From an optimization exercise on the open Yosys and OpenROAD flow, aimed at small area; shortcuts taken in it are not production practice.
The RTL was checked by simulation tests, not by an equivalence proof against the original design.
Power is estimated from default activity; no workload was simulated.

## amber
==> flow/design.v (excerpt) <==
module discardStat (
  input  logic                                  CLK,
  input  logic                                  reset,
  input  logic [discardPkg::WORD_BITS-1:0]       inData,
  input  logic                                  inValid,
  input  logic                                  inSof,
  input  logic                                  inEof,
  input  logic [discardPkg::CHANNEL_COUNT-1:0]  creditReturn,
  output logic                                  outValid,
  output logic [discardPkg::CHANNEL_BITS-1:0]   outChannel,
  output logic [discardPkg::WORD_BITS-1:0]       outData,
  output logic                                  outSof,
  output logic                                  outEof,
  input  logic                                  statRead,
  input  logic [discardPkg::STAT_ADDR_BITS-1:0] statAddr,
  output logic                                  statValid,
  output logic [discardPkg::COUNTER_BITS-1:0]   statData,
  input  logic                                  statWrite,
  input  logic [discardPkg::COUNTER_BITS-1:0]   statWriteData
);
  localparam int NCH = discardPkg::CHANNEL_COUNT;
  localparam int CB  = discardPkg::CREDIT_BITS;
  localparam int NCNT = 2 * NCH;
  logic [NCH-1:0][CB-1:0] credit;
  logic [NCH-1:0][CB-1:0] creditAvail;
  logic [CB-1:0] selCredit;
  logic [CB+1:0] creditDiff;
  logic          inFits;
  ...
For scale: ~1500 cells after synthesis, roughly 430 flip-flops, about 150 I/O pins, ~16000 um^2 of cells after synthesis.
export LEC_CHECK = 0
export CAP_MARGIN = 20
export CORE_MARGIN = 2
export CORE_UTILIZATION = 40
export CTS_BUF_LIST = sky130_fd_sc_hd__clkbuf_16
export CTS_CLUSTER_DIAMETER = 100
export CTS_CLUSTER_SIZE = 25
export GPL_TIMING_DRIVEN = 0
export PLACE_DENSITY = 0.8
export SLEW_MARGIN = 20
create_clock -name core_clock -period 5.0 [get_ports {CLK}]
standard.sh (not shown) runs the stock make flow with config.mk's settings and CLKGATE_MAP_FILE= SYNTH_SCRIPT=/design/flow/synth_recipe.tcl, a recipe that flattens the netlist after the stock synthesis.
==> flow/flow/run.sh <==
#!/bin/bash
# The standard layout with two changes:
#  - synthesis is the standard synthesis, except that ABC maps the logic
#    with flow/abc_area.script (area-oriented mapping) instead of ORFS's
#    speed script; registers, their names and cell types are unchanged;
#  - every input and output port gets the smallest buffer (buf_1) instead of
#    the one buffer_ports picks by default.
# Each tool's output goes to the ORFS logs under orfs/logs; make's own output
# goes to standard_flow.log here.
set -euo pipefail
here=$(pwd)
export BUFFER_PORTS_ARGS="-buffer_cell sky130_fd_sc_hd__buf_1"
{
  head -n 1 synth_recipe.tcl
  cat <<TCL
proc abc {args} {
  set i [lsearch -exact \$args -script]
  if { \$i >= 0 } { lset args [expr { \$i + 1 }] $here/flow/abc_area.script }
  yosys abc {*}\$args
}
TCL
  tail -n +2 synth_recipe.tcl
} > area_synth.tcl
sed "s#SYNTH_SCRIPT=[^ ]*#SYNTH_SCRIPT=$here/area_synth.tcl#" standard.sh > area_standard.sh
grep -q "SYNTH_SCRIPT=$here/area_synth.tcl" area_standard.sh
bash area_standard.sh > standard_flow.log 2>&1
==> flow/flow/abc_area.script <==
strash
&get -n
&fraig -x
&put
scorr
dc2
strash
&get -n
&b
&dch -f
&nf -R 1000 -a
&put
Inputs modified between amber and willow:
diff --git a/flow/config.mk b/flow/config.mk
--- a/flow/config.mk
+++ b/flow/config.mk
@@ -7,3 +7,3 @@
 export LEC_CHECK = 0
-export CAP_MARGIN = 20
+export CAP_MARGIN = 0
 export CORE_MARGIN = 2
@@ -14,3 +14,2 @@
 export GPL_TIMING_DRIVEN = 0
-export PLACE_DENSITY = 0.8
-export SLEW_MARGIN = 20
+export SLEW_MARGIN = 0
### Flow results
The part of the power in the clock network of willow falls short of that of amber by 1.2 points.
Share of total power in combinational logic essentially unchanged between willow and amber.
Re power of the clock network: amber and willow aren't equal, and the higher value belongs to amber.
| cell total after placement | willow vs amber | 8 lower |
amber and willow all finish clean.
Between willow and amber, it is willow whose instance area at placement is lower, by 190 um^2.
[compare] base=amber new=willow: via count of the routed design -3.0%, global-route usage rose 0.97 points, tapcell count held.
The final reports for willow and amber show actual transition at the worst max-transition pin higher in the former.
Diff amber -> willow | core utilization | decrease of 0.43 points
Input-level comparison between nickel and willow:
diff --git a/flow/config.mk b/flow/config.mk
--- a/flow/config.mk
+++ b/flow/config.mk
@@ -7,3 +7,3 @@
 export LEC_CHECK = 0
-export CAP_MARGIN = 0
+export CAP_MARGIN = 20
 export CORE_MARGIN = 2
@@ -14,2 +14,2 @@
 export GPL_TIMING_DRIVEN = 0
-export SLEW_MARGIN = 0
+export SLEW_MARGIN = 20
[summary]
Compared with willow, nickel shows sum of routed wire segments on met1 higher by 0.92%. Delta(relative contribution of combinational cells to total power, nickel - willow) > 0. The fraction of final layout cells sized beyond drive strength 1 number comes out higher for nickel vs willow. In terms of clock power, nickel and willow differ only marginally. Compared with willow, nickel shows a higher area added between synthesis and finish. Half-perimeter wire length after detailed placement on nickel is up relative to willow. Looking at nickel and willow, the total routing usage reported by global routing is a wash. Any difference in routing usage on met1 between willow and nickel is small enough to ignore. Looking at nickel and willow, the final hold slack is a wash.
Modified inputs, raven compared to nickel
==> flow/flow/abc_area.script <==
strash
&get -n
&fraig -x
&put
scorr
dc2
strash
dc2
&get -n
&b
&dch -f
&nf -R 1000 -a -p
&put
### Flow results
raven vs. nickel: post-route core utilization went up by 0.22 points. [compare] base=nickel new=raven: final routed wirelength across all metal layers higher, worst hold slack moved down.


Starting RTL as in the previous note.
==> flow/config.mk <==
export PLATFORM = sky130hd
export DESIGN_NAME = discardStat
export DESIGN_NICKNAME = discardStat
export VERILOG_FILES = /design/flow/design.v
export SDC_FILE = /design/flow/constraint.sdc
export NUM_CORES = 4
export LEC_CHECK = 0
export CAP_MARGIN = 10
export CORE_MARGIN = 2
export CORE_UTILIZATION = 40
export CTS_BUF_LIST = sky130_fd_sc_hd__clkbuf_16
export CTS_CLUSTER_DIAMETER = 100
export CTS_CLUSTER_SIZE = 25
export GPL_TIMING_DRIVEN = 0
export SLEW_MARGIN = 10
==> flow/constraint.sdc <==
create_clock -name core_clock -period 5.0 [get_ports {CLK}]
set_input_delay 1.0000 -clock core_clock [delete_from_list [all_inputs] [get_ports {CLK}]]
set_output_delay 1.0000 -clock core_clock [all_outputs]
set_load 0.01 [all_outputs]
==> flow/flow/abc_area.script <==
strash
&get -n
&fraig -x
&put
scorr
dc2
strash
&get -n
&b
&dch -f
&nf -R 1000 -a
&put
Scripts as last shown in full above: flow/flow/run.sh
Next try:
--- a/flow/config.mk
+++ b/flow/config.mk
@@ -6,10 +6,10 @@
 export NUM_CORES = 4
 export LEC_CHECK = 0
-export CAP_MARGIN = 10
+export CAP_MARGIN = 20
 export CORE_MARGIN = 2
 export CORE_UTILIZATION = 40
 export CTS_BUF_LIST = sky130_fd_sc_hd__clkbuf_16
-export CTS_CLUSTER_DIAMETER = 100
-export CTS_CLUSTER_SIZE = 25
+export CTS_CLUSTER_DIAMETER = 80
+export CTS_CLUSTER_SIZE = 28
 export GPL_TIMING_DRIVEN = 0
-export SLEW_MARGIN = 10
+export SLEW_MARGIN = 20
Outcome:
- The new run ran to the end with no violations
- clock power rises by 21%
- via count rises by 0.72%
- wire length is about the same
- total power rises by about 7%
- synthesized area stays the same
- register-to-register slack hardly moves
- non-clock buffer count rises by 7
- worst hold slack improves by 0.0077 ns
- maximum frequency is about the same

## port drivers added, routing unchanged
How much do the figures lean on ideal ports? The routed layouts below were timed once more, with nothing changed but the port constraints.
Step 1 sets driving cells, clkbuf_16 on the clock port and buf_2 on the other inputs (assumed; they add their load-dependent delay and slew).
Step 2 adds t to the input delays and takes it off the output delays; t is the mean of the earliest and latest rising clock arrival at the registers after step 1. Input paths then give back, and output paths get back, about the clock's delay inside the block.
a / b / c = ideal ports / drivers / drivers and shift; a / b = the first two.
run	t, ns	setup slack, ns	worst hold slack (ns)	worst setup path at the end	clock arrival spread, ns
amber	0.598	0.206 / 0.206 / -0.369	0.329 / 0.329 / 0.329	input to register	0.043 / 0.042
willow	0.597	0.171 / 0.171 / -0.359	0.320 / 0.320 / 0.320	input to register	0.023 / 0.023
nickel	0.607	0.148 / 0.181 / -0.426	0.322 / 0.322 / 0.322	input to register	0.021 / 0.020
raven	0.595	0.213 / 0.213 / -0.349	0.311 / 0.311 / 0.311	input to register	0.027 / 0.028
the first run of note 2	0.589	0.169 / 0.199 / -0.390	0.313 / 0.313 / 0.313	input to register	0.031 / 0.030
the second run of note 2	0.626	0.178 / 0.208 / -0.418	0.321 / 0.321 / 0.321	input to register	0.034 / 0.034
With both steps, setup timing fails in every run listed, where it was met with ideal ports. The setup slack of the second run of note 2, which loses most, moves by +0.030 ns with the drivers and by -0.596 ns with both steps.
